This design comes from an exercise in tuning for small area and a short achievable clock period on the open sky130 flow, not from production work. The RTL was checked by simulation tests, not by an equivalence proof against the original design. No activity file was given, so power comes from the tool's default toggle rates.

## flow/design.v (module list and top-level ports; edited modules follow where they fit)
// module mul_simd_top: 1731 lines
module mul_simd_top
(
   input  logic        clk,
   input  logic        rst_n,
   input  logic        in_valid,
   input  logic [1:0]  op,
   input  logic [31:0] a,
   input  logic [31:0] b,
   output logic        out_valid,
   output logic [63:0] result
);
  // ...
==> flow/flow/run.sh <==
#!/bin/bash
# Own layout flow: the standard synthesis unchanged, then the standard ORFS
# steps with a few resizer settings changed:
#  - port buffers are buf cells (the default pick is a slow delay buffer),
#  - the resizer may swap cells across footprints,
#  - repair_timing aims for extra setup slack (see knobs.sh).
# Each step's full output goes to a log file in this folder.
set -euo pipefail
cd "$(dirname "$0")/.."
source flow/knobs.sh
bash standard.sh synth > flow_synth.log 2>&1
bash standard.sh "${KNOBS[@]}" finish > flow_layout.log 2>&1
==> flow/flow/knobs.sh <==
KNOBS=(
  MATCH_CELL_FOOTPRINT=0
  "BUFFER_PORTS_ARGS=-buffer_cell sky130_fd_sc_hd__buf_2"
  SETUP_SLACK_MARGIN=5
)
==> flow/standard.sh <==
#!/bin/bash
# synth_recipe.tcl (not shown) runs the flow's synth.tcl, then flattens the netlist and writes it again
# the make line also repeats each setting of config.mk as NAME=value (left out here)
make -C /OpenROAD-flow-scripts/flow DESIGN_CONFIG=/design/flow/config.mk WORK_HOME=/design/flow/orfs CLKGATE_MAP_FILE= SYNTH_SCRIPT=/design/flow/synth_recipe.tcl "${@:-finish}"
==> flow/config.mk <==
export PLATFORM = sky130hd
export DESIGN_NAME = mul_simd_top
export DESIGN_NICKNAME = mul_simd_top
export VERILOG_FILES = /design/flow/design.v
export SDC_FILE = /design/flow/constraint.sdc
export NUM_CORES = 4
export LEC_CHECK = 0
export CAP_MARGIN = 20
export CORE_MARGIN = 2
export CORE_UTILIZATION = 40
export SLEW_MARGIN = 20
==> flow/constraint.sdc <==
create_clock -name core_clock -period 9.5 [get_ports {clk}]
set_input_delay 1.9000 -clock core_clock [delete_from_list [all_inputs] [get_ports {clk}]]
set_output_delay 1.9000 -clock core_clock [all_outputs]
set_load 0.01 [all_outputs]
==> impl_metrics.tcl, run 1 <==
set metrics [dict create \
    timing.final.setup_violations 0 \
    buffers 157 \
    fin_worst_skew_ps 26.2 \
    synth_area_sq_mm 0.0210 \
    grt_pass1_vias 15100 \
    share_of_the_cycle_needed_by_the_critical_path_after_routing 0.477 \
    outcome "no timing/DRC/antenna violations" \
    netSwitchingFraction 0.420 \
    finalHoldViolCount 0 \
    drt.antenna.violating_nets 0 \
    setup.worst_path.start_class "flip-flop" \
    worst-endpoint-arrival_ps 2630 \
    netSwitchingPower_w 0.00298 \
    final_common_cell "sky130_fd_sc_hd__inv_1" \
    dr_wl_met3_um 3570 \
    htree_levels 1 \
    number_of_antenna_cells_inserted 4 \
    share_of_the_final_layout_cell_area_in_multi_input_gates 0.599 \
    globalRoute.totalOverflow 0 \
    worst_ir_drop_vdd_mv 0.222 \
    multiInputGateArea_sq_mm 0.0138 \
    dp_worst_setup_slack_ps 4470 \
    report.final.slew_viol_count 0 \
    worstRegToRegCells 16 \
    syn-num-nets 2590 \
]
==> run 2, diff against run 1 <==
--- a/flow/design.v
+++ b/flow/design.v
@@ -102,11 +102,11 @@
       r1_r  <= r1_d;
    end
-   logic [15:0] lo0_r;
+   logic [7:0] lo0_r;
    logic cy0_r;
-   logic [31:16] x0_r, y0_r;
+   logic [31:8] x0_r, y0_r;
    logic w20_r;
-   logic [15:0] lo1_r;
+   logic [7:0] lo1_r;
    logic cy1_r;
-   logic [31:16] x1_r, y1_r;
+   logic [31:8] x1_r, y1_r;
    logic w21_r;
    wire l0_onew0 = bo0_r[0] & w0_r[1];
@@ -564,36 +564,4 @@
    wire l0_la_g7 = l0_la_x7 & l0_la_y7;
    wire l0_la_p7 = l0_la_x7 ^ l0_la_y7;
-   wire l0_la_x8 = l0_hc7_5;
-   wire l0_la_y8 = l0_hs8_6;
-   wire l0_la_g8 = l0_la_x8 & l0_la_y8;
-   wire l0_la_p8 = l0_la_x8 ^ l0_la_y8;
-   wire l0_la_x9 = l0_hc8_6;
-   wire l0_la_y9 = l0_s9_12;
-   wire l0_la_g9 = l0_la_x9 & l0_la_y9;
-   wire l0_la_p9 = l0_la_x9 ^ l0_la_y9;
-   wire l0_la_x10 = l0_s10_16;
-   wire l0_la_y10 = l0_hs10_7;
-   wire l0_la_g10 = l0_la_x10 & l0_la_y10;
-   wire l0_la_p10 = l0_la_x10 ^ l0_la_y10;
-   wire l0_la_x11 = l0_hc10_7;
-   wire l0_la_y11 = l0_s11_21;
-   wire l0_la_g11 = l0_la_x11 & l0_la_y11;
-   wire l0_la_p11 = l0_la_x11 ^ l0_la_y11;
-   wire l0_la_x12 = l0_hs12_8;
-   wire l0_la_y12 = l0_c11_21;
-   wire l0_la_g12 = l0_la_x12 & l0_la_y12;
-   wire l0_la_p12 = l0_la_x12 ^ l0_la_y12;
-   wire l0_la_x13 = l0_hc12_8;
-   wire l0_la_y13 = l0_s13_32;
-   wire l0_la_g13 = l0_la_x13 & l0_la_y13;
-   wire l0_la_p13 = l0_la_x13 ^ l0_la_y13;
-   wire l0_la_x14 = l0_s14_38;
-   wire l0_la_y14 = l0_hs14_9;
-   wire l0_la_g14 = l0_la_x14 & l0_la_y14;
-   wire l0_la_p14 = l0_la_x14 ^ l0_la_y14;
-   wire l0_la_x15 = l0_hc14_9;
-   wire l0_la_y15 = l0_s15_45;
-   wire l0_la_g15 = l0_la_x15 & l0_la_y15;
-   wire l0_la_p15 = l0_la_x15 ^ l0_la_y15;
    wire l0_la_t0_1 = l0_la_p1 & l0_la_x0;
    wire l0_la_G0_1 = l0_la_g1 | (l0_la_t0_1 & l0_la_y0);
@@ -608,16 +576,4 @@
    wire l0_la_G0_7 = l0_la_g7 | (l0_la_t0_7 & l0_la_y6);
    wire l0_la_P0_7 = l0_la_p7 & l0_la_p6;
-   wire l0_la_t0_9 = l0_la_p9 & l0_la_x8;
-   wire l0_la_G0_9 = l0_la_g9 | (l0_la_t0_9 & l0_la_y8);
-   wire l0_la_P0_9 = l0_la_p9 & l0_la_p8;
-   wire l0_la_t0_11 = l0_la_p11 & l0_la_x10;
-   wire l0_la_G0_11 = l0_la_g11 | (l0_la_t0_11 & l0_la_y10);
-   wire l0_la_P0_11 = l0_la_p11 & l0_la_p10;
-   wire l0_la_t0_13 = l0_la_p13 & l0_la_x12;
-   wire l0_la_G0_13 = l0_la_g13 | (l0_la_t0_13 & l0_la_y12);
-   wire l0_la_P0_13 = l0_la_p13 & l0_la_p12;
-   wire l0_la_t0_15 = l0_la_p15 & l0_la_x14;
-   wire l0_la_G0_15 = l0_la_g15 | (l0_la_t0_15 & l0_la_y14);
-   wire l0_la_P0_15 = l0_la_p15 & l0_la_p14;
    wire l0_la_G1_2 = l0_la_g2 | (l0_la_p2 & l0_la_G0_1);
    wire l0_la_P1_2 = l0_la_p2 & l0_la_P0_1;
@@ -628,12 +584,4 @@
    wire l0_la_G1_7 = l0_la_G0_7 | (l0_la_P0_7 & l0_la_G0_5);
    wire l0_la_P1_7 = l0_la_P0_7 & l0_la_P0_5;
-   wire l0_la_G1_10 = l0_la_g10 | (l0_la_p10 & l0_la_G0_9);
-   wire l0_la_P1_10 = l0_la_p10 & l0_la_P0_9;
-   wire l0_la_G1_11 = l0_la_G0_11 | (l0_la_P0_11 & l0_la_G0_9);
-   wire l0_la_P1_11 = l0_la_P0_11 & l0_la_P0_9;
-   wire l0_la_G1_14 = l0_la_g14 | (l0_la_p14 & l0_la_G0_13);
-   wire l0_la_P1_14 = l0_la_p14 & l0_la_P0_13;
-   wire l0_la_G1_15 = l0_la_G0_15 | (l0_la_P0_15 & l0_la_G0_13);
-   wire l0_la_P1_15 = l0_la_P0_15 & l0_la_P0_13;
    wire l0_la_G2_4 = l0_la_g4 | (l0_la_p4 & l0_la_G1_3);
    wire l0_la_P2_4 = l0_la_p4 & l0_la_P1_3;
@@ -644,28 +592,4 @@
    wire l0_la_G2_7 = l0_la_G1_7 | (l0_la_P1_7 & l0_la_G1_3);
    wire l0_la_P2_7 = l0_la_P1_7 & l0_la_P1_3;
-   wire l0_la_G2_12 = l0_la_g12 | (l0_la_p12 & l0_la_G1_11);
-   wire l0_la_P2_12 = l0_la_p12 & l0_la_P1_11;
-   wire l0_la_G2_13 = l0_la_G0_13 | (l0_la_P0_13 & l0_la_G1_11);
-   wire l0_la_P2_13 = l0_la_P0_13 & l0_la_P1_11;
-   wire l0_la_G2_14 = l0_la_G1_14 | (l0_la_P1_14 & l0_la_G1_11);
-   wire l0_la_P2_14 = l0_la_P1_14 & l0_la_P1_11;
-   wire l0_la_G2_15 = l0_la_G1_15 | (l0_la_P1_15 & l0_la_G1_11);
-   wire l0_la_P2_15 = l0_la_P1_15 & l0_la_P1_11;
-   wire l0_la_G3_8 = l0_la_g8 | (l0_la_p8 & l0_la_G2_7);
-   wire l0_la_P3_8 = l0_la_p8 & l0_la_P2_7;
-   wire l0_la_G3_9 = l0_la_G0_9 | (l0_la_P0_9 & l0_la_G2_7);
-   wire l0_la_P3_9 = l0_la_P0_9 & l0_la_P2_7;
-   wire l0_la_G3_10 = l0_la_G1_10 | (l0_la_P1_10 & l0_la_G2_7);
-   wire l0_la_P3_10 = l0_la_P1_10 & l0_la_P2_7;
-   wire l0_la_G3_11 = l0_la_G1_11 | (l0_la_P1_11 & l0_la_G2_7);
-   wire l0_la_P3_11 = l0_la_P1_11 & l0_la_P2_7;
-   wire l0_la_G3_12 = l0_la_G2_12 | (l0_la_P2_12 & l0_la_G2_7);
-   wire l0_la_P3_12 = l0_la_P2_12 & l0_la_P2_7;
-   wire l0_la_G3_13 = l0_la_G2_13 | (l0_la_P2_13 & l0_la_G2_7);
-   wire l0_la_P3_13 = l0_la_P2_13 & l0_la_P2_7;
-   wire l0_la_G3_14 = l0_la_G2_14 | (l0_la_P2_14 & l0_la_G2_7);
-   wire l0_la_P3_14 = l0_la_P2_14 & l0_la_P2_7;
-   wire l0_la_G3_15 = l0_la_G2_15 | (l0_la_P2_15 & l0_la_G2_7);
-   wire l0_la_P3_15 = l0_la_P2_15 & l0_la_P2_7;
    wire l0_la_s1 = l0_la_p1 ^ l0_la_g0;
    wire l0_la_s2 = l0_la_p2 ^ l0_la_G0_1;
@@ -675,13 +599,4 @@
    wire l0_la_s6 = l0_la_p6 ^ l0_la_G2_5;
    wire l0_la_s7 = l0_la_p7 ^ l0_la_G2_6;
-   wire l0_la_s8 = l0_la_p8 ^ l0_la_G2_7;
-   wire l0_la_s9 = l0_la_p9 ^ l0_la_G3_8;
-   wire l0_la_s10 = l0_la_p10 ^ l0_la_G3_9;
-   wire l0_la_s11 = l0_la_p11 ^ l0_la_G3_10;
-   wire l0_la_s12 = l0_la_p12 ^ l0_la_G3_11;
-   wire l0_la_s13 = l0_la_p13 ^ l0_la_G3_12;
-   wire l0_la_s14 = l0_la_p14 ^ l0_la_G3_13;
-   wire l0_la_s15 = l0_la_p15 ^ l0_la_G3_14;
-   wire l0_cyk = l0_la_G3_15 & w0_r[3];
    wire l1_onew0 = bo1_r[0] & w1_r[1];
    wire l1_twow0 = bt1_r[0] & w1_r[2];
@@ -1138,36 +1053,4 @@
    wire l1_la_g7 = l1_la_x7 & l1_la_y7;
    wire l1_la_p7 = l1_la_x7 ^ l1_la_y7;
-   wire l1_la_x8 = l1_hc7_5;
-   wire l1_la_y8 = l1_hs8_6;
-   wire l1_la_g8 = l1_la_x8 & l1_la_y8;
-   wire l1_la_p8 = l1_la_x8 ^ l1_la_y8;
-   wire l1_la_x9 = l1_hc8_6;
-   wire l1_la_y9 = l1_s9_12;
-   wire l1_la_g9 = l1_la_x9 & l1_la_y9;
-   wire l1_la_p9 = l1_la_x9 ^ l1_la_y9;
-   wire l1_la_x10 = l1_s10_16;
-   wire l1_la_y10 = l1_hs10_7;
-   wire l1_la_g10 = l1_la_x10 & l1_la_y10;
-   wire l1_la_p10 = l1_la_x10 ^ l1_la_y10;
-   wire l1_la_x11 = l1_hc10_7;
-   wire l1_la_y11 = l1_s11_21;
-   wire l1_la_g11 = l1_la_x11 & l1_la_y11;
-   wire l1_la_p11 = l1_la_x11 ^ l1_la_y11;
-   wire l1_la_x12 = l1_hs12_8;
-   wire l1_la_y12 = l1_c11_21;
-   wire l1_la_g12 = l1_la_x12 & l1_la_y12;
-   wire l1_la_p12 = l1_la_x12 ^ l1_la_y12;
-   wire l1_la_x13 = l1_hc12_8;
-   wire l1_la_y13 = l1_s13_32;
-   wire l1_la_g13 = l1_la_x13 & l1_la_y13;
-   wire l1_la_p13 = l1_la_x13 ^ l1_la_y13;
-   wire l1_la_x14 = l1_s14_38;
-   wire l1_la_y14 = l1_hs14_9;
-   wire l1_la_g14 = l1_la_x14 & l1_la_y14;
-   wire l1_la_p14 = l1_la_x14 ^ l1_la_y14;
-   wire l1_la_x15 = l1_hc14_9;
-   wire l1_la_y15 = l1_s15_45;
-   wire l1_la_g15 = l1_la_x15 & l1_la_y15;
-   wire l1_la_p15 = l1_la_x15 ^ l1_la_y15;
    wire l1_la_t0_1 = l1_la_p1 & l1_la_x0;
    wire l1_la_G0_1 = l1_la_g1 | (l1_la_t0_1 & l1_la_y0);
@@ -1182,16 +1065,4 @@
    wire l1_la_G0_7 = l1_la_g7 | (l1_la_t0_7 & l1_la_y6);
    wire l1_la_P0_7 = l1_la_p7 & l1_la_p6;
-   wire l1_la_t0_9 = l1_la_p9 & l1_la_x8;
-   wire l1_la_G0_9 = l1_la_g9 | (l1_la_t0_9 & l1_la_y8);
-   wire l1_la_P0_9 = l1_la_p9 & l1_la_p8;
-   wire l1_la_t0_11 = l1_la_p11 & l1_la_x10;
-   wire l1_la_G0_11 = l1_la_g11 | (l1_la_t0_11 & l1_la_y10);
-   wire l1_la_P0_11 = l1_la_p11 & l1_la_p10;
-   wire l1_la_t0_13 = l1_la_p13 & l1_la_x12;
-   wire l1_la_G0_13 = l1_la_g13 | (l1_la_t0_13 & l1_la_y12);
-   wire l1_la_P0_13 = l1_la_p13 & l1_la_p12;
-   wire l1_la_t0_15 = l1_la_p15 & l1_la_x14;
-   wire l1_la_G0_15 = l1_la_g15 | (l1_la_t0_15 & l1_la_y14);
-   wire l1_la_P0_15 = l1_la_p15 & l1_la_p14;
    wire l1_la_G1_2 = l1_la_g2 | (l1_la_p2 & l1_la_G0_1);
    wire l1_la_P1_2 = l1_la_p2 & l1_la_P0_1;
@@ -1202,12 +1073,4 @@
    wire l1_la_G1_7 = l1_la_G0_7 | (l1_la_P0_7 & l1_la_G0_5);
    wire l1_la_P1_7 = l1_la_P0_7 & l1_la_P0_5;
-   wire l1_la_G1_10 = l1_la_g10 | (l1_la_p10 & l1_la_G0_9);
-   wire l1_la_P1_10 = l1_la_p10 & l1_la_P0_9;
-   wire l1_la_G1_11 = l1_la_G0_11 | (l1_la_P0_11 & l1_la_G0_9);
-   wire l1_la_P1_11 = l1_la_P0_11 & l1_la_P0_9;
-   wire l1_la_G1_14 = l1_la_g14 | (l1_la_p14 & l1_la_G0_13);
-   wire l1_la_P1_14 = l1_la_p14 & l1_la_P0_13;
-   wire l1_la_G1_15 = l1_la_G0_15 | (l1_la_P0_15 & l1_la_G0_13);
-   wire l1_la_P1_15 = l1_la_P0_15 & l1_la_P0_13;
    wire l1_la_G2_4 = l1_la_g4 | (l1_la_p4 & l1_la_G1_3);
    wire l1_la_P2_4 = l1_la_p4 & l1_la_P1_3;
@@ -1218,28 +1081,4 @@
    wire l1_la_G2_7 = l1_la_G1_7 | (l1_la_P1_7 & l1_la_G1_3);
    wire l1_la_P2_7 = l1_la_P1_7 & l1_la_P1_3;
-   wire l1_la_G2_12 = l1_la_g12 | (l1_la_p12 & l1_la_G1_11);
-   wire l1_la_P2_12 = l1_la_p12 & l1_la_P1_11;
-   wire l1_la_G2_13 = l1_la_G0_13 | (l1_la_P0_13 & l1_la_G1_11);
-   wire l1_la_P2_13 = l1_la_P0_13 & l1_la_P1_11;
-   wire l1_la_G2_14 = l1_la_G1_14 | (l1_la_P1_14 & l1_la_G1_11);
-   wire l1_la_P2_14 = l1_la_P1_14 & l1_la_P1_11;
-   wire l1_la_G2_15 = l1_la_G1_15 | (l1_la_P1_15 & l1_la_G1_11);
-   wire l1_la_P2_15 = l1_la_P1_15 & l1_la_P1_11;
-   wire l1_la_G3_8 = l1_la_g8 | (l1_la_p8 & l1_la_G2_7);
-   wire l1_la_P3_8 = l1_la_p8 & l1_la_P2_7;
-   wire l1_la_G3_9 = l1_la_G0_9 | (l1_la_P0_9 & l1_la_G2_7);
-   wire l1_la_P3_9 = l1_la_P0_9 & l1_la_P2_7;
-   wire l1_la_G3_10 = l1_la_G1_10 | (l1_la_P1_10 & l1_la_G2_7);
-   wire l1_la_P3_10 = l1_la_P1_10 & l1_la_P2_7;
-   wire l1_la_G3_11 = l1_la_G1_11 | (l1_la_P1_11 & l1_la_G2_7);
-   wire l1_la_P3_11 = l1_la_P1_11 & l1_la_P2_7;
-   wire l1_la_G3_12 = l1_la_G2_12 | (l1_la_P2_12 & l1_la_G2_7);
-   wire l1_la_P3_12 = l1_la_P2_12 & l1_la_P2_7;
-   wire l1_la_G3_13 = l1_la_G2_13 | (l1_la_P2_13 & l1_la_G2_7);
-   wire l1_la_P3_13 = l1_la_P2_13 & l1_la_P2_7;
-   wire l1_la_G3_14 = l1_la_G2_14 | (l1_la_P2_14 & l1_la_G2_7);
-   wire l1_la_P3_14 = l1_la_P2_14 & l1_la_P2_7;
-   wire l1_la_G3_15 = l1_la_G2_15 | (l1_la_P2_15 & l1_la_G2_7);
-   wire l1_la_P3_15 = l1_la_P2_15 & l1_la_P2_7;
    wire l1_la_s1 = l1_la_p1 ^ l1_la_g0;
    wire l1_la_s2 = l1_la_p2 ^ l1_la_G0_1;
@@ -1249,13 +1088,4 @@
    wire l1_la_s6 = l1_la_p6 ^ l1_la_G2_5;
    wire l1_la_s7 = l1_la_p7 ^ l1_la_G2_6;
-   wire l1_la_s8 = l1_la_p8 ^ l1_la_G2_7;
-   wire l1_la_s9 = l1_la_p9 ^ l1_la_G3_8;
-   wire l1_la_s10 = l1_la_p10 ^ l1_la_G3_9;
-   wire l1_la_s11 = l1_la_p11 ^ l1_la_G3_10;
-   wire l1_la_s12 = l1_la_p12 ^ l1_la_G3_11;
-   wire l1_la_s13 = l1_la_p13 ^ l1_la_G3_12;
-   wire l1_la_s14 = l1_la_p14 ^ l1_la_G3_13;
-   wire l1_la_s15 = l1_la_p15 ^ l1_la_G3_14;
-   wire l1_cyk = l1_la_G3_15 & w1_r[3];
    always_ff @(posedge clk) begin
       w20_r <= w0_r[0];
@@ -1269,13 +1099,21 @@
       lo0_r[6] <= l0_la_s6;
       lo0_r[7] <= l0_la_s7;
-      lo0_r[8] <= l0_la_s8;
-      lo0_r[9] <= l0_la_s9;
-      lo0_r[10] <= l0_la_s10;
-      lo0_r[11] <= l0_la_s11;
-      lo0_r[12] <= l0_la_s12;
-      lo0_r[13] <= l0_la_s13;
-      lo0_r[14] <= l0_la_s14;
-      lo0_r[15] <= l0_la_s15;
-      cy0_r <= l0_cyk;
+      cy0_r <= l0_la_G2_7;
+      x0_r[8] <= l0_hc7_5;
+      y0_r[8] <= l0_hs8_6;
+      x0_r[9] <= l0_hc8_6;
+      y0_r[9] <= l0_s9_12;
+      x0_r[10] <= l0_s10_16;
+      y0_r[10] <= l0_hs10_7;
+      x0_r[11] <= l0_hc10_7;
+      y0_r[11] <= l0_s11_21;
+      x0_r[12] <= l0_hs12_8;
+      y0_r[12] <= l0_c11_21;
+      x0_r[13] <= l0_hc12_8;
+      y0_r[13] <= l0_s13_32;
+      x0_r[14] <= l0_s14_38;
+      y0_r[14] <= l0_hs14_9;
+      x0_r[15] <= l0_hc14_9;
+      y0_r[15] <= l0_s15_45;
       x0_r[16] <= l0_s16_52;
       y0_r[16] <= l0_c15_45_k;
@@ -1318,13 +1156,21 @@
       lo1_r[6] <= l1_la_s6;
       lo1_r[7] <= l1_la_s7;
-      lo1_r[8] <= l1_la_s8;
-      lo1_r[9] <= l1_la_s9;
-      lo1_r[10] <= l1_la_s10;
-      lo1_r[11] <= l1_la_s11;
-      lo1_r[12] <= l1_la_s12;
-      lo1_r[13] <= l1_la_s13;
-      lo1_r[14] <= l1_la_s14;
-      lo1_r[15] <= l1_la_s15;
-      cy1_r <= l1_cyk;
+      cy1_r <= l1_la_G2_7;
+      x1_r[8] <= l1_hc7_5;
+      y1_r[8] <= l1_hs8_6;
+      x1_r[9] <= l1_hc8_6;
+      y1_r[9] <= l1_s9_12;
+      x1_r[10] <= l1_s10_16;
+      y1_r[10] <= l1_hs10_7;
+      x1_r[11] <= l1_hc10_7;
+      y1_r[11] <= l1_s11_21;
+      x1_r[12] <= l1_hs12_8;
+      y1_r[12] <= l1_c11_21;
+      x1_r[13] <= l1_hc12_8;
+      y1_r[13] <= l1_s13_32;
+      x1_r[14] <= l1_s14_38;
+      y1_r[14] <= l1_hs14_9;
+      x1_r[15] <= l1_hc14_9;
+      y1_r[15] <= l1_s15_45;
       x1_r[16] <= l1_s16_52;
       y1_r[16] <= l1_c15_45_k;
@@ -1360,68 +1206,102 @@
       y1_r[31] <= 1'b0;
    end
-   wire f0_x0 = x0_r[16];
-   wire f0_y0 = y0_r[16];
+   wire f0_x0 = x0_r[8];
+   wire f0_y0 = y0_r[8];
    wire f0_g0 = f0_x0 & f0_y0;
    wire f0_p0 = f0_x0 ^ f0_y0;
-   wire f0_x1 = x0_r[17];
-   wire f0_y1 = y0_r[17];
+   wire f0_x1 = x0_r[9];
+   wire f0_y1 = y0_r[9];
    wire f0_g1 = f0_x1 & f0_y1;
    wire f0_p1 = f0_x1 ^ f0_y1;
-   wire f0_x2 = x0_r[18];
-   wire f0_y2 = y0_r[18];
+   wire f0_x2 = x0_r[10];
+   wire f0_y2 = y0_r[10];
    wire f0_g2 = f0_x2 & f0_y2;
    wire f0_p2 = f0_x2 ^ f0_y2;
-   wire f0_x3 = x0_r[19];
-   wire f0_y3 = y0_r[19];
+   wire f0_x3 = x0_r[11];
+   wire f0_y3 = y0_r[11];
    wire f0_g3 = f0_x3 & f0_y3;
    wire f0_p3 = f0_x3 ^ f0_y3;
-   wire f0_x4 = x0_r[20];
-   wire f0_y4 = y0_r[20];
+   wire f0_x4 = x0_r[12];
+   wire f0_y4 = y0_r[12];
    wire f0_g4 = f0_x4 & f0_y4;
    wire f0_p4 = f0_x4 ^ f0_y4;
-   wire f0_x5 = x0_r[21];
-   wire f0_y5 = y0_r[21];
+   wire f0_x5 = x0_r[13];
+   wire f0_y5 = y0_r[13];
    wire f0_g5 = f0_x5 & f0_y5;
    wire f0_p5 = f0_x5 ^ f0_y5;
-   wire f0_x6 = x0_r[22];
-   wire f0_y6 = y0_r[22];
+   wire f0_x6 = x0_r[14];
+   wire f0_y6 = y0_r[14];
    wire f0_g6 = f0_x6 & f0_y6;
    wire f0_p6 = f0_x6 ^ f0_y6;
-   wire f0_x7 = x0_r[23];
-   wire f0_y7 = y0_r[23];
+   wire f0_x7 = x0_r[15];
+   wire f0_y7 = y0_r[15];
    wire f0_g7 = f0_x7 & f0_y7;
    wire f0_p7 = f0_x7 ^ f0_y7;
-   wire f0_x8 = x0_r[24];
-   wire f0_y8 = y0_r[24];
+   wire f0_x8 = x0_r[16];
+   wire f0_y8 = y0_r[16];
    wire f0_g8 = f0_x8 & f0_y8;
    wire f0_p8 = f0_x8 ^ f0_y8;
-   wire f0_x9 = x0_r[25];
-   wire f0_y9 = y0_r[25];
+   wire f0_x9 = x0_r[17];
+   wire f0_y9 = y0_r[17];
    wire f0_g9 = f0_x9 & f0_y9;
    wire f0_p9 = f0_x9 ^ f0_y9;
-   wire f0_x10 = x0_r[26];
-   wire f0_y10 = y0_r[26];
+   wire f0_x10 = x0_r[18];
+   wire f0_y10 = y0_r[18];
    wire f0_g10 = f0_x10 & f0_y10;
    wire f0_p10 = f0_x10 ^ f0_y10;
-   wire f0_x11 = x0_r[27];
-   wire f0_y11 = y0_r[27];
+   wire f0_x11 = x0_r[19];
+   wire f0_y11 = y0_r[19];
    wire f0_g11 = f0_x11 & f0_y11;
    wire f0_p11 = f0_x11 ^ f0_y11;
-   wire f0_x12 = x0_r[28];
-   wire f0_y12 = y0_r[28];
+   wire f0_x12 = x0_r[20];
+   wire f0_y12 = y0_r[20];
    wire f0_g12 = f0_x12 & f0_y12;
    wire f0_p12 = f0_x12 ^ f0_y12;
-   wire f0_x13 = x0_r[29];
-   wire f0_y13 = y0_r[29];
+   wire f0_x13 = x0_r[21];
+   wire f0_y13 = y0_r[21];
    wire f0_g13 = f0_x13 & f0_y13;
    wire f0_p13 = f0_x13 ^ f0_y13;
-   wire f0_x14 = x0_r[30];
-   wire f0_y14 = y0_r[30];
+   wire f0_x14 = x0_r[22];
+   wire f0_y14 = y0_r[22];
    wire f0_g14 = f0_x14 & f0_y14;
    wire f0_p14 = f0_x14 ^ f0_y14;
-   wire f0_x15 = x0_r[31];
-   wire f0_y15 = y0_r[31];
+   wire f0_x15 = x0_r[23];
+   wire f0_y15 = y0_r[23];
    wire f0_g15 = f0_x15 & f0_y15;
    wire f0_p15 = f0_x15 ^ f0_y15;
+   wire f0_x16 = x0_r[24];
+   wire f0_y16 = y0_r[24];
+   wire f0_g16 = f0_x16 & f0_y16;
+   wire f0_p16 = f0_x16 ^ f0_y16;
+   wire f0_x17 = x0_r[25];
+   wire f0_y17 = y0_r[25];
+   wire f0_g17 = f0_x17 & f0_y17;
+   wire f0_p17 = f0_x17 ^ f0_y17;
+   wire f0_x18 = x0_r[26];
+   wire f0_y18 = y0_r[26];
+   wire f0_g18 = f0_x18 & f0_y18;
+   wire f0_p18 = f0_x18 ^ f0_y18;
+   wire f0_x19 = x0_r[27];
+   wire f0_y19 = y0_r[27];
+   wire f0_g19 = f0_x19 & f0_y19;
+   wire f0_p19 = f0_x19 ^ f0_y19;
+   wire f0_x20 = x0_r[28];
+   wire f0_y20 = y0_r[28];
+   wire f0_g20 = f0_x20 & f0_y20;
+   wire f0_p20 = f0_x20 ^ f0_y20;
+   wire f0_x21 = x0_r[29];
+   wire f0_y21 = y0_r[29];
+   wire f0_g21 = f0_x21 & f0_y21;
+   wire f0_p21 = f0_x21 ^ f0_y21;
+   wire f0_x22 = x0_r[30];
+   wire f0_y22 = y0_r[30];
+   wire f0_g22 = f0_x22 & f0_y22;
+   wire f0_p22 = f0_x22 ^ f0_y22;
+   wire f0_x23 = x0_r[31];
+   wire f0_y23 = y0_r[31];
+   wire f0_g23 = f0_x23 & f0_y23;
+   wire f0_p23 = f0_x23 ^ f0_y23;
+   wire f0_gk = f0_g7 & w20_r;
+   wire f0_pk = f0_p7 & w20_r;
    wire f0_t0_1 = f0_p1 & f0_x0;
    wire f0_G0_1 = f0_g1 | (f0_t0_1 & f0_y0);
@@ -1433,7 +1313,7 @@
    wire f0_G0_5 = f0_g5 | (f0_t0_5 & f0_y4);
    wire f0_P0_5 = f0_p5 & f0_p4;
-   wire f0_t0_7 = f0_p7 & f0_x6;
-   wire f0_G0_7 = f0_g7 | (f0_t0_7 & f0_y6);
-   wire f0_P0_7 = f0_p7 & f0_p6;
+   wire f0_t0_7 = f0_pk & f0_x6;
+   wire f0_G0_7 = f0_gk | (f0_t0_7 & f0_y6);
+   wire f0_P0_7 = f0_pk & f0_p6;
    wire f0_t0_9 = f0_p9 & f0_x8;
    wire f0_G0_9 = f0_g9 | (f0_t0_9 & f0_y8);
@@ -1448,4 +1328,16 @@
    wire f0_G0_15 = f0_g15 | (f0_t0_15 & f0_y14);
    wire f0_P0_15 = f0_p15 & f0_p14;
+   wire f0_t0_17 = f0_p17 & f0_x16;
+   wire f0_G0_17 = f0_g17 | (f0_t0_17 & f0_y16);
+   wire f0_P0_17 = f0_p17 & f0_p16;
+   wire f0_t0_19 = f0_p19 & f0_x18;
+   wire f0_G0_19 = f0_g19 | (f0_t0_19 & f0_y18);
+   wire f0_P0_19 = f0_p19 & f0_p18;
+   wire f0_t0_21 = f0_p21 & f0_x20;
+   wire f0_G0_21 = f0_g21 | (f0_t0_21 & f0_y20);
+   wire f0_P0_21 = f0_p21 & f0_p20;
+   wire f0_t0_23 = f0_p23 & f0_x22;
+   wire f0_G0_23 = f0_g23 | (f0_t0_23 & f0_y22);
+   wire f0_P0_23 = f0_p23 & f0_p22;
    wire f0_G1_2 = f0_g2 | (f0_p2 & f0_G0_1);
    wire f0_P1_2 = f0_p2 & f0_P0_1;
@@ -1464,4 +1356,12 @@
    wire f0_G1_15 = f0_G0_15 | (f0_P0_15 & f0_G0_13);
    wire f0_P1_15 = f0_P0_15 & f0_P0_13;
+   wire f0_G1_18 = f0_g18 | (f0_p18 & f0_G0_17);
+   wire f0_P1_18 = f0_p18 & f0_P0_17;
+   wire f0_G1_19 = f0_G0_19 | (f0_P0_19 & f0_G0_17);
+   wire f0_P1_19 = f0_P0_19 & f0_P0_17;
+   wire f0_G1_22 = f0_g22 | (f0_p22 & f0_G0_21);
+   wire f0_P1_22 = f0_p22 & f0_P0_21;
+   wire f0_G1_23 = f0_G0_23 | (f0_P0_23 & f0_G0_21);
+   wire f0_P1_23 = f0_P0_23 & f0_P0_21;
    wire f0_G2_4 = f0_g4 | (f0_p4 & f0_G1_3);
    wire f0_P2_4 = f0_p4 & f0_P1_3;
@@ -1480,4 +1380,12 @@
    wire f0_G2_15 = f0_G1_15 | (f0_P1_15 & f0_G1_11);
    wire f0_P2_15 = f0_P1_15 & f0_P1_11;
+   wire f0_G2_20 = f0_g20 | (f0_p20 & f0_G1_19);
+   wire f0_P2_20 = f0_p20 & f0_P1_19;
+   wire f0_G2_21 = f0_G0_21 | (f0_P0_21 & f0_G1_19);
+   wire f0_P2_21 = f0_P0_21 & f0_P1_19;
+   wire f0_G2_22 = f0_G1_22 | (f0_P1_22 & f0_G1_19);
+   wire f0_P2_22 = f0_P1_22 & f0_P1_19;
+   wire f0_G2_23 = f0_G1_23 | (f0_P1_23 & f0_G1_19);
+   wire f0_P2_23 = f0_P1_23 & f0_P1_19;
    wire f0_G3_8 = f0_g8 | (f0_p8 & f0_G2_7);
    wire f0_P3_8 = f0_p8 & f0_P2_7;
@@ -1496,4 +1404,20 @@
    wire f0_G3_15 = f0_G2_15 | (f0_P2_15 & f0_G2_7);
    wire f0_P3_15 = f0_P2_15 & f0_P2_7;
+   wire f0_G4_16 = f0_g16 | (f0_p16 & f0_G3_15);
+   wire f0_P4_16 = f0_p16 & f0_P3_15;
+   wire f0_G4_17 = f0_G0_17 | (f0_P0_17 & f0_G3_15);
+   wire f0_P4_17 = f0_P0_17 & f0_P3_15;
+   wire f0_G4_18 = f0_G1_18 | (f0_P1_18 & f0_G3_15);
+   wire f0_P4_18 = f0_P1_18 & f0_P3_15;
+   wire f0_G4_19 = f0_G1_19 | (f0_P1_19 & f0_G3_15);
+   wire f0_P4_19 = f0_P1_19 & f0_P3_15;
+   wire f0_G4_20 = f0_G2_20 | (f0_P2_20 & f0_G3_15);
+   wire f0_P4_20 = f0_P2_20 & f0_P3_15;
+   wire f0_G4_21 = f0_G2_21 | (f0_P2_21 & f0_G3_15);
+   wire f0_P4_21 = f0_P2_21 & f0_P3_15;
+   wire f0_G4_22 = f0_G2_22 | (f0_P2_22 & f0_G3_15);
+   wire f0_P4_22 = f0_P2_22 & f0_P3_15;
+   wire f0_G4_23 = f0_G2_23 | (f0_P2_23 & f0_G3_15);
+   wire f0_P4_23 = f0_P2_23 & f0_P3_15;
    wire f0_cc1 = f0_g0 | (f0_p0 & cy0_r);
    wire f0_cc2 = f0_G0_1 | (f0_P0_1 & cy0_r);
@@ -1512,4 +1436,12 @@
    wire f0_cc15 = f0_G3_14 | (f0_P3_14 & cy0_r);
    wire f0_cc16 = f0_G3_15 | (f0_P3_15 & cy0_r);
+   wire f0_cc17 = f0_G4_16 | (f0_P4_16 & cy0_r);
+   wire f0_cc18 = f0_G4_17 | (f0_P4_17 & cy0_r);
+   wire f0_cc19 = f0_G4_18 | (f0_P4_18 & cy0_r);
+   wire f0_cc20 = f0_G4_19 | (f0_P4_19 & cy0_r);
+   wire f0_cc21 = f0_G4_20 | (f0_P4_20 & cy0_r);
+   wire f0_cc22 = f0_G4_21 | (f0_P4_21 & cy0_r);
+   wire f0_cc23 = f0_G4_22 | (f0_P4_22 & cy0_r);
+   wire f0_cc24 = f0_G4_23 | (f0_P4_23 & cy0_r);
    wire f0_s0 = f0_p0 ^ cy0_r;
    wire f0_s1 = f0_p1 ^ f0_cc1;
@@ -1528,85 +1460,135 @@
    wire f0_s14 = f0_p14 ^ f0_cc14;
    wire f0_s15 = f0_p15 ^ f0_cc15;
-   assign result[16] = f0_s0;
-   assign result[17] = f0_s1;
-   assign result[18] = f0_s2;
-   assign result[19] = f0_s3;
-   assign result[20] = f0_s4;
-   assign result[21] = f0_s5;
-   assign result[22] = f0_s6;
-   assign result[23] = f0_s7;
-   assign result[24] = f0_s8;
-   assign result[25] = f0_s9;
-   assign result[26] = f0_s10;
-   assign result[27] = f0_s11;
-   assign result[28] = f0_s12;
-   assign result[29] = f0_s13;
-   assign result[30] = f0_s14;
-   assign result[31] = f0_s15;
-   assign result[15:0] = lo0_r;
-   wire f1_x0 = x1_r[16];
-   wire f1_y0 = y1_r[16];
+   wire f0_s16 = f0_p16 ^ f0_cc16;
+   wire f0_s17 = f0_p17 ^ f0_cc17;
+   wire f0_s18 = f0_p18 ^ f0_cc18;
+   wire f0_s19 = f0_p19 ^ f0_cc19;
+   wire f0_s20 = f0_p20 ^ f0_cc20;
+   wire f0_s21 = f0_p21 ^ f0_cc21;
+   wire f0_s22 = f0_p22 ^ f0_cc22;
+   wire f0_s23 = f0_p23 ^ f0_cc23;
+   assign result[8] = f0_s0;
+   assign result[9] = f0_s1;
+   assign result[10] = f0_s2;
+   assign result[11] = f0_s3;
+   assign result[12] = f0_s4;
+   assign result[13] = f0_s5;
+   assign result[14] = f0_s6;
+   assign result[15] = f0_s7;
+   assign result[16] = f0_s8;
+   assign result[17] = f0_s9;
+   assign result[18] = f0_s10;
+   assign result[19] = f0_s11;
+   assign result[20] = f0_s12;
+   assign result[21] = f0_s13;
+   assign result[22] = f0_s14;
+   assign result[23] = f0_s15;
+   assign result[24] = f0_s16;
+   assign result[25] = f0_s17;
+   assign result[26] = f0_s18;
+   assign result[27] = f0_s19;
+   assign result[28] = f0_s20;
+   assign result[29] = f0_s21;
+   assign result[30] = f0_s22;
+   assign result[31] = f0_s23;
+   assign result[7:0] = lo0_r;
+   wire f1_x0 = x1_r[8];
+   wire f1_y0 = y1_r[8];
    wire f1_g0 = f1_x0 & f1_y0;
    wire f1_p0 = f1_x0 ^ f1_y0;
-   wire f1_x1 = x1_r[17];
-   wire f1_y1 = y1_r[17];
+   wire f1_x1 = x1_r[9];
+   wire f1_y1 = y1_r[9];
    wire f1_g1 = f1_x1 & f1_y1;
    wire f1_p1 = f1_x1 ^ f1_y1;
-   wire f1_x2 = x1_r[18];
-   wire f1_y2 = y1_r[18];
+   wire f1_x2 = x1_r[10];
+   wire f1_y2 = y1_r[10];
    wire f1_g2 = f1_x2 & f1_y2;
    wire f1_p2 = f1_x2 ^ f1_y2;
-   wire f1_x3 = x1_r[19];
-   wire f1_y3 = y1_r[19];
+   wire f1_x3 = x1_r[11];
+   wire f1_y3 = y1_r[11];
    wire f1_g3 = f1_x3 & f1_y3;
    wire f1_p3 = f1_x3 ^ f1_y3;
-   wire f1_x4 = x1_r[20];
-   wire f1_y4 = y1_r[20];
+   wire f1_x4 = x1_r[12];
+   wire f1_y4 = y1_r[12];
    wire f1_g4 = f1_x4 & f1_y4;
    wire f1_p4 = f1_x4 ^ f1_y4;
-   wire f1_x5 = x1_r[21];
-   wire f1_y5 = y1_r[21];
+   wire f1_x5 = x1_r[13];
+   wire f1_y5 = y1_r[13];
    wire f1_g5 = f1_x5 & f1_y5;
    wire f1_p5 = f1_x5 ^ f1_y5;
-   wire f1_x6 = x1_r[22];
-   wire f1_y6 = y1_r[22];
+   wire f1_x6 = x1_r[14];
+   wire f1_y6 = y1_r[14];
    wire f1_g6 = f1_x6 & f1_y6;
    wire f1_p6 = f1_x6 ^ f1_y6;
-   wire f1_x7 = x1_r[23];
-   wire f1_y7 = y1_r[23];
+   wire f1_x7 = x1_r[15];
+   wire f1_y7 = y1_r[15];
    wire f1_g7 = f1_x7 & f1_y7;
    wire f1_p7 = f1_x7 ^ f1_y7;
-   wire f1_x8 = x1_r[24];
-   wire f1_y8 = y1_r[24];
+   wire f1_x8 = x1_r[16];
+   wire f1_y8 = y1_r[16];
    wire f1_g8 = f1_x8 & f1_y8;
    wire f1_p8 = f1_x8 ^ f1_y8;
-   wire f1_x9 = x1_r[25];
-   wire f1_y9 = y1_r[25];
+   wire f1_x9 = x1_r[17];
+   wire f1_y9 = y1_r[17];
    wire f1_g9 = f1_x9 & f1_y9;
    wire f1_p9 = f1_x9 ^ f1_y9;
-   wire f1_x10 = x1_r[26];
-   wire f1_y10 = y1_r[26];
+   wire f1_x10 = x1_r[18];
+   wire f1_y10 = y1_r[18];
    wire f1_g10 = f1_x10 & f1_y10;
    wire f1_p10 = f1_x10 ^ f1_y10;
-   wire f1_x11 = x1_r[27];
-   wire f1_y11 = y1_r[27];
+   wire f1_x11 = x1_r[19];
+   wire f1_y11 = y1_r[19];
    wire f1_g11 = f1_x11 & f1_y11;
    wire f1_p11 = f1_x11 ^ f1_y11;
-   wire f1_x12 = x1_r[28];
-   wire f1_y12 = y1_r[28];
+   wire f1_x12 = x1_r[20];
+   wire f1_y12 = y1_r[20];
    wire f1_g12 = f1_x12 & f1_y12;
    wire f1_p12 = f1_x12 ^ f1_y12;
-   wire f1_x13 = x1_r[29];
-   wire f1_y13 = y1_r[29];
+   wire f1_x13 = x1_r[21];
+   wire f1_y13 = y1_r[21];
    wire f1_g13 = f1_x13 & f1_y13;
    wire f1_p13 = f1_x13 ^ f1_y13;
-   wire f1_x14 = x1_r[30];
-   wire f1_y14 = y1_r[30];
+   wire f1_x14 = x1_r[22];
+   wire f1_y14 = y1_r[22];
    wire f1_g14 = f1_x14 & f1_y14;
    wire f1_p14 = f1_x14 ^ f1_y14;
-   wire f1_x15 = x1_r[31];
-   wire f1_y15 = y1_r[31];
+   wire f1_x15 = x1_r[23];
+   wire f1_y15 = y1_r[23];
    wire f1_g15 = f1_x15 & f1_y15;
    wire f1_p15 = f1_x15 ^ f1_y15;
+   wire f1_x16 = x1_r[24];
+   wire f1_y16 = y1_r[24];
+   wire f1_g16 = f1_x16 & f1_y16;
+   wire f1_p16 = f1_x16 ^ f1_y16;
+   wire f1_x17 = x1_r[25];
+   wire f1_y17 = y1_r[25];
+   wire f1_g17 = f1_x17 & f1_y17;
+   wire f1_p17 = f1_x17 ^ f1_y17;
+   wire f1_x18 = x1_r[26];
+   wire f1_y18 = y1_r[26];
+   wire f1_g18 = f1_x18 & f1_y18;
+   wire f1_p18 = f1_x18 ^ f1_y18;
+   wire f1_x19 = x1_r[27];
+   wire f1_y19 = y1_r[27];
+   wire f1_g19 = f1_x19 & f1_y19;
+   wire f1_p19 = f1_x19 ^ f1_y19;
+   wire f1_x20 = x1_r[28];
+   wire f1_y20 = y1_r[28];
+   wire f1_g20 = f1_x20 & f1_y20;
+   wire f1_p20 = f1_x20 ^ f1_y20;
+   wire f1_x21 = x1_r[29];
+   wire f1_y21 = y1_r[29];
+   wire f1_g21 = f1_x21 & f1_y21;
+   wire f1_p21 = f1_x21 ^ f1_y21;
+   wire f1_x22 = x1_r[30];
+   wire f1_y22 = y1_r[30];
+   wire f1_g22 = f1_x22 & f1_y22;
+   wire f1_p22 = f1_x22 ^ f1_y22;
+   wire f1_x23 = x1_r[31];
+   wire f1_y23 = y1_r[31];
+   wire f1_g23 = f1_x23 & f1_y23;
+   wire f1_p23 = f1_x23 ^ f1_y23;
+   wire f1_gk = f1_g7 & w21_r;
+   wire f1_pk = f1_p7 & w21_r;
    wire f1_t0_1 = f1_p1 & f1_x0;
    wire f1_G0_1 = f1_g1 | (f1_t0_1 & f1_y0);
@@ -1618,7 +1600,7 @@
    wire f1_G0_5 = f1_g5 | (f1_t0_5 & f1_y4);
    wire f1_P0_5 = f1_p5 & f1_p4;
-   wire f1_t0_7 = f1_p7 & f1_x6;
-   wire f1_G0_7 = f1_g7 | (f1_t0_7 & f1_y6);
-   wire f1_P0_7 = f1_p7 & f1_p6;
+   wire f1_t0_7 = f1_pk & f1_x6;
+   wire f1_G0_7 = f1_gk | (f1_t0_7 & f1_y6);
+   wire f1_P0_7 = f1_pk & f1_p6;
    wire f1_t0_9 = f1_p9 & f1_x8;
    wire f1_G0_9 = f1_g9 | (f1_t0_9 & f1_y8);
@@ -1633,4 +1615,16 @@
    wire f1_G0_15 = f1_g15 | (f1_t0_15 & f1_y14);
    wire f1_P0_15 = f1_p15 & f1_p14;
+   wire f1_t0_17 = f1_p17 & f1_x16;
+   wire f1_G0_17 = f1_g17 | (f1_t0_17 & f1_y16);
+   wire f1_P0_17 = f1_p17 & f1_p16;
+   wire f1_t0_19 = f1_p19 & f1_x18;
+   wire f1_G0_19 = f1_g19 | (f1_t0_19 & f1_y18);
+   wire f1_P0_19 = f1_p19 & f1_p18;
+   wire f1_t0_21 = f1_p21 & f1_x20;
+   wire f1_G0_21 = f1_g21 | (f1_t0_21 & f1_y20);
+   wire f1_P0_21 = f1_p21 & f1_p20;
+   wire f1_t0_23 = f1_p23 & f1_x22;
+   wire f1_G0_23 = f1_g23 | (f1_t0_23 & f1_y22);
+   wire f1_P0_23 = f1_p23 & f1_p22;
    wire f1_G1_2 = f1_g2 | (f1_p2 & f1_G0_1);
    wire f1_P1_2 = f1_p2 & f1_P0_1;
@@ -1649,4 +1643,12 @@
    wire f1_G1_15 = f1_G0_15 | (f1_P0_15 & f1_G0_13);
    wire f1_P1_15 = f1_P0_15 & f1_P0_13;
+   wire f1_G1_18 = f1_g18 | (f1_p18 & f1_G0_17);
+   wire f1_P1_18 = f1_p18 & f1_P0_17;
+   wire f1_G1_19 = f1_G0_19 | (f1_P0_19 & f1_G0_17);
+   wire f1_P1_19 = f1_P0_19 & f1_P0_17;
+   wire f1_G1_22 = f1_g22 | (f1_p22 & f1_G0_21);
+   wire f1_P1_22 = f1_p22 & f1_P0_21;
+   wire f1_G1_23 = f1_G0_23 | (f1_P0_23 & f1_G0_21);
+   wire f1_P1_23 = f1_P0_23 & f1_P0_21;
    wire f1_G2_4 = f1_g4 | (f1_p4 & f1_G1_3);
    wire f1_P2_4 = f1_p4 & f1_P1_3;
@@ -1665,4 +1667,12 @@
    wire f1_G2_15 = f1_G1_15 | (f1_P1_15 & f1_G1_11);
    wire f1_P2_15 = f1_P1_15 & f1_P1_11;
+   wire f1_G2_20 = f1_g20 | (f1_p20 & f1_G1_19);
+   wire f1_P2_20 = f1_p20 & f1_P1_19;
+   wire f1_G2_21 = f1_G0_21 | (f1_P0_21 & f1_G1_19);
+   wire f1_P2_21 = f1_P0_21 & f1_P1_19;
+   wire f1_G2_22 = f1_G1_22 | (f1_P1_22 & f1_G1_19);
+   wire f1_P2_22 = f1_P1_22 & f1_P1_19;
+   wire f1_G2_23 = f1_G1_23 | (f1_P1_23 & f1_G1_19);
+   wire f1_P2_23 = f1_P1_23 & f1_P1_19;
    wire f1_G3_8 = f1_g8 | (f1_p8 & f1_G2_7);
    wire f1_P3_8 = f1_p8 & f1_P2_7;
@@ -1681,4 +1691,20 @@
    wire f1_G3_15 = f1_G2_15 | (f1_P2_15 & f1_G2_7);
    wire f1_P3_15 = f1_P2_15 & f1_P2_7;
+   wire f1_G4_16 = f1_g16 | (f1_p16 & f1_G3_15);
+   wire f1_P4_16 = f1_p16 & f1_P3_15;
+   wire f1_G4_17 = f1_G0_17 | (f1_P0_17 & f1_G3_15);
+   wire f1_P4_17 = f1_P0_17 & f1_P3_15;
+   wire f1_G4_18 = f1_G1_18 | (f1_P1_18 & f1_G3_15);
+   wire f1_P4_18 = f1_P1_18 & f1_P3_15;
+   wire f1_G4_19 = f1_G1_19 | (f1_P1_19 & f1_G3_15);
+   wire f1_P4_19 = f1_P1_19 & f1_P3_15;
+   wire f1_G4_20 = f1_G2_20 | (f1_P2_20 & f1_G3_15);
+   wire f1_P4_20 = f1_P2_20 & f1_P3_15;
+   wire f1_G4_21 = f1_G2_21 | (f1_P2_21 & f1_G3_15);
+   wire f1_P4_21 = f1_P2_21 & f1_P3_15;
+   wire f1_G4_22 = f1_G2_22 | (f1_P2_22 & f1_G3_15);
+   wire f1_P4_22 = f1_P2_22 & f1_P3_15;
+   wire f1_G4_23 = f1_G2_23 | (f1_P2_23 & f1_G3_15);
+   wire f1_P4_23 = f1_P2_23 & f1_P3_15;
    wire f1_cc1 = f1_g0 | (f1_p0 & cy1_r);
    wire f1_cc2 = f1_G0_1 | (f1_P0_1 & cy1_r);
@@ -1697,4 +1723,12 @@
    wire f1_cc15 = f1_G3_14 | (f1_P3_14 & cy1_r);
    wire f1_cc16 = f1_G3_15 | (f1_P3_15 & cy1_r);
+   wire f1_cc17 = f1_G4_16 | (f1_P4_16 & cy1_r);
+   wire f1_cc18 = f1_G4_17 | (f1_P4_17 & cy1_r);
+   wire f1_cc19 = f1_G4_18 | (f1_P4_18 & cy1_r);
+   wire f1_cc20 = f1_G4_19 | (f1_P4_19 & cy1_r);
+   wire f1_cc21 = f1_G4_20 | (f1_P4_20 & cy1_r);
+   wire f1_cc22 = f1_G4_21 | (f1_P4_21 & cy1_r);
+   wire f1_cc23 = f1_G4_22 | (f1_P4_22 & cy1_r);
+   wire f1_cc24 = f1_G4_23 | (f1_P4_23 & cy1_r);
    wire f1_s0 = f1_p0 ^ cy1_r;
    wire f1_s1 = f1_p1 ^ f1_cc1;
@@ -1713,20 +1747,36 @@
    wire f1_s14 = f1_p14 ^ f1_cc14;
    wire f1_s15 = f1_p15 ^ f1_cc15;
-   assign result[48] = f1_s0;
-   assign result[49] = f1_s1;
-   assign result[50] = f1_s2;
-   assign result[51] = f1_s3;
-   assign result[52] = f1_s4;
-   assign result[53] = f1_s5;
-   assign result[54] = f1_s6;
-   assign result[55] = f1_s7;
-   assign result[56] = f1_s8;
-   assign result[57] = f1_s9;
-   assign result[58] = f1_s10;
-   assign result[59] = f1_s11;
-   assign result[60] = f1_s12;
-   assign result[61] = f1_s13;
-   assign result[62] = f1_s14;
-   assign result[63] = f1_s15;
-   assign result[47:32] = lo1_r;
+   wire f1_s16 = f1_p16 ^ f1_cc16;
+   wire f1_s17 = f1_p17 ^ f1_cc17;
+   wire f1_s18 = f1_p18 ^ f1_cc18;
+   wire f1_s19 = f1_p19 ^ f1_cc19;
+   wire f1_s20 = f1_p20 ^ f1_cc20;
+   wire f1_s21 = f1_p21 ^ f1_cc21;
+   wire f1_s22 = f1_p22 ^ f1_cc22;
+   wire f1_s23 = f1_p23 ^ f1_cc23;
+   assign result[40] = f1_s0;
+   assign result[41] = f1_s1;
+   assign result[42] = f1_s2;
+   assign result[43] = f1_s3;
+   assign result[44] = f1_s4;
+   assign result[45] = f1_s5;
+   assign result[46] = f1_s6;
+   assign result[47] = f1_s7;
+   assign result[48] = f1_s8;
+   assign result[49] = f1_s9;
+   assign result[50] = f1_s10;
+   assign result[51] = f1_s11;
+   assign result[52] = f1_s12;
+   assign result[53] = f1_s13;
+   assign result[54] = f1_s14;
+   assign result[55] = f1_s15;
+   assign result[56] = f1_s16;
+   assign result[57] = f1_s17;
+   assign result[58] = f1_s18;
+   assign result[59] = f1_s19;
+   assign result[60] = f1_s20;
+   assign result[61] = f1_s21;
+   assign result[62] = f1_s22;
+   assign result[63] = f1_s23;
+   assign result[39:32] = lo1_r;
 endmodule
==> run 2 against run 1 <==
Against the previous run: still clean on timing, DRC and antenna; final cell count up 1.8%; sequential power is about 10% higher; via count up 2.0%; critical path depth up 1; critical path type unchanged.
==> impl_metrics.tcl, run 2 <==
set metrics [dict create \
    die_h_um 235 \
    synthMuxAreaShare 0.000470 \
    internal_power_contribution_w 0.00427 \
    worst-endpoint-arrival_ps 2850 \
    avgSynthCellArea_sq_um 9.57 \
    comb_power_share 0.560 \
    fin_tns_setup_ps 0 \
    synth_flop_cell "sky130_fd_sc_hd__dfxtp_1" \
    seqCellArea_sq_mm 0.00561 \
    io_buffers 133 \
    die_w_um 235 \
    vias_per_cell 5.20 \
    cts_made_buffers 34 \
    worstSkewPairLatency_ps 540 \
    number_of_synthesized_flops_with_an_enable_pin 0 \
    finalHoldViolCount 0 \
    dp.cells 2839 \
    synth_cell_type_count 59 \
    postSynthCellCount 2227 \
    max_freq_mhz 210 \
    synthXorXnorAreaFrac 0.155 \
    netSwitchingFraction 0.406 \
    worst_ir_drop_vdd_mv 0.172 \
    path_max_fanout 5 \
    post_route_cells_drive_above_1_share 0.151 \
    critical_path_required_ps 7600 \
    yosysMostFrequentCell "sky130_fd_sc_hd__dfxtp_1" \
    rows 84 \
    ys_warn_count 1 \
    multiInputGateArea_sq_mm 0.0143 \
    power-per-cell-area_mw_per_mm2 299 \
    1st_pass_router_iterations 5 \
    htree_levels 2 \
    cts_tree "yes" \
    synth.cells.most_frequent "276 x sky130_fd_sc_hd__dfxtp_1, 272 x sky130_fd_sc_hd__inv_1, 265 x sky130_fd_sc_hd__a22oi_1" \
    max-slew-margin-rel 0.423 \
    detailedRoute.firstIterationViolations 1220 \
    p_seq_frac 0.245 \
    cts_buffer_depth 3 \
    grt_first_pass_wirelength_um 88400 \
    grt_setup_unrepaired "true" \
    globalRoute.totalOverflow 0 \
    detailedPlacementHpwl_um 41800 \
    yosysSeqAreaShare 0.262 \
    instances_no_fill 2937 \
    antenna_found_initial 12 \
    total_detailed_routing_wirelength_um 55300 \
    floorplan.core_area_sq_mm 0.0527 \
    synthAdderAreaFrac 0.268 \
    finalWeightedCongestion 0.871 \
    synth_area_sq_mm 0.0213 \
    timing.final.setup_violations 0 \
    design.die.area_sq_mm 0.0551 \
    number_of_nets_at_the_end_of_the_flow 2617 \
    finalCriticalPeriod_ps 4750 \
    num_vias 15300 \
    report.final.slew_viol_count 0 \
    post-synth-top-area-fraction 0.259 \
    cts_sinks 278 \
    num_io_pins 134 \
    syn-num-nets 2620 \
    grt_pass1_vias 15700 \
    synth_simple_gate_area_frac 0.0677 \
    final_common_cell "sky130_fd_sc_hd__inv_1" \
    worst-setup-path-type "reg2out" \
    ys_ff_latch 278 \
    setup.worst_path.start_class "flip-flop" \
    power.clock.fraction 0.195 \
    wl_per_cell_um 18.8 \
    synth.top_cells.by_area "sky130_fd_sc_hd__dfxtp_1 26%, sky130_fd_sc_hd__fa_1 21%, sky130_fd_sc_hd__xnor2_1 10%, sky130_fd_sc_hd__a22oi_1 9.3%, sky130_fd_sc_hd__ha_1 6.1%" \
    async_reset_ff_frac 0.00719 \
    end_kind "output pin" \
    static_power_due_to_leakage_nw 10.2 \
    share_of_the_cycle_needed_by_the_critical_path_after_routing 0.500 \
    grtUsageTotal 0.200 \
    cts.clk_slew.worst_paths_ps 60 \
    holdWs_ps 365 \
    hp-class "reg2reg" \
    most_used_cells_in_the_layout_excluding_fill_and_tap_cells "272 x sky130_fd_sc_hd__inv_1, 264 x sky130_fd_sc_hd__a22oi_1, 257 x sky130_fd_sc_hd__dfxtp_1" \
    post-route-util 0.457 \
    max-cap-violations 0 \
    fillerInstances 4969 \
    main_combinational_cell_family_by_area_after_synthesis "adder cells" \
    route.detailed.drc 0 \
    report.power.total_w 0.00719 \
    netSwitchingPower_w 0.00292 \
    synth_compound_gate_area_share 0.150 \
    ctsRootBufferMaster "sky130_fd_sc_hd__clkbuf_16" \
    grt_start_max_net_pins 68 \
    outcome "no timing/DRC/antenna violations" \
    fin_worst_skew_ps 13.4 \
    initial_utilization 0.405 \
    drt.antenna.violating_nets 0 \
    synthDominantAreaCellType "sky130_fd_sc_hd__dfxtp_1" \
    area_overhead_of_the_layout_relative_to_synthesis_pct 12.8 \
    worst-slew-pin-transition_ps 863 \
]
## run 2: cell count changes after synthesis, sizes merged, moves of 6 or more
cell,previous run,this run
a211oi,3,9
a31oi,20,12
and2,42,31
buf,59,67
clkbuf,147,153
dfxtp,259,276
inv,292,272
nand2,98,113
nand4,10,4
nor2,31,48
o21ai,77,86
xnor2,219,245
xor2,153,133
## run 2: cell type report
| cell class | count | area share |
|---|---|---|
| Timing Repair Buffer | 181 | 0.0448 |
| Tap cell | 688 | 0.0358 |
| Clock buffer | 45 | 0.0418 |
| Sequential cell | 278 | 0.233 |
| Antenna cell | 2 | 0.000208 |
| Inverter | 272 | 0.0425 |
| Multi-Input combinational cell | 1457 | 0.593 |
| Clock inverter | 14 | 0.00910 |
## run 2: cells by family after synthesis
group | count (synthesis)
and+or+nand+nor | 299
AOI/OAI and AO/OA | 455
adders and majority gates | 324
DFF | 278
muxes | 1
xor gates and xnor gates | 378
buffers and inverters | 492
## run 2: timing repair
item / CTS / global route
hold buffers: 0 / 0
resized for setup: 84 / 50
endpoints found under the setup margin: 32 / 32
pin swaps: 43 / 50
setup buffers: 23 / 14
## run 2: per-layer routing
metal  track usage  up-vias  share of wire
li1              -     7160              -
met1         0.288     7500           0.46
met2         0.298      514           0.43
met3        0.0379       94          0.067
met4        0.0765       16          0.035
met5             0        -         0.0019
## run 2: critical path, stage by stage (launching register included)
cell and delay [ps]:
sky130_fd_sc_hd__dfxtp_2 330, sky130_fd_sc_hd__ha_4 260, sky130_fd_sc_hd__a22oi_2 50, sky130_fd_sc_hd__nand4b_1 300, sky130_fd_sc_hd__a211oi_4 320, sky130_fd_sc_hd__o21a_1 210, sky130_fd_sc_hd__a41o_4 290, sky130_fd_sc_hd__a31oi_4 90
sky130_fd_sc_hd__o21bai_1 170, sky130_fd_sc_hd__xor2_1 140, sky130_fd_sc_hd__buf_2 150
## run 2: worst paths after layout
kind	from	endpoint	slack (ps)	cells after the start
max reg2reg	bn1_r[4]	y1_r[7]	5230	9
min in group asynchronous	rst_n	out_valid	1130	1
max	y1_r[0]	result[63]	4750	10
max in group asynchronous	rst_n	v1_r	8270	1
min reg2reg	v1_r	out_valid	360	0
min	v1_r	out_valid	360	0
## run 2: power by group through the flow
stage / Clock [W] / Sequential (W) / Combinational (W)
after detailed placement: 0 / 0.00173 / 0.00360
final: 0.00140 / 0.00176 / 0.00402
after global placement: 0 / 0.00173 / 0.00355
after CTS: 0.00144 / 0.00174 / 0.00390
after global routing: 0.00149 / 0.00179 / 0.00459
after floorplan: 0 / 0.00161 / 0.00304
## run 2: stage by stage
stage | worst slack (ps) | cell area [sq um]
2_1_floorplan | 5410 | 21300
3_3_place_gp | 4860 | 21900
3_5_place_dp | 4820 | 21900
4_1_cts | 4610 | 23700
5_1_grt | 4530 | 24000
6_report | 4750 | 24100

static timing again, ports no longer ideal:
The flow's constraints put no driver on any port. The routed layouts listed below were extracted and timed again, unchanged, in two steps. Step 1, drivers: a clkbuf_16 drives clk and a buf_2 each remaining input, both assumed. Step 2, shift: input delay + t, output delay - t, t = (earliest + latest rising clock arrival at the registers) / 2. This alone moves slack from input paths to output paths. a / b / c = ideal / step 1 / step 2; a / b = the first two.
run	t (ns)	setup slack, ns	hold slack, ns	pins driven straight from the clock port
run 1	0.629	4.966 / 4.912 / 4.842	0.382 / 0.382 / 0.382	1
run 2	0.587	4.746 / 4.692 / 4.897	0.365 / 0.365 / 0.365	1
After both steps setup and hold are still met in every run listed. For run 1, which loses most, drivers alone change the setup slack by -0.054 ns; drivers and shift together by -0.124 ns.
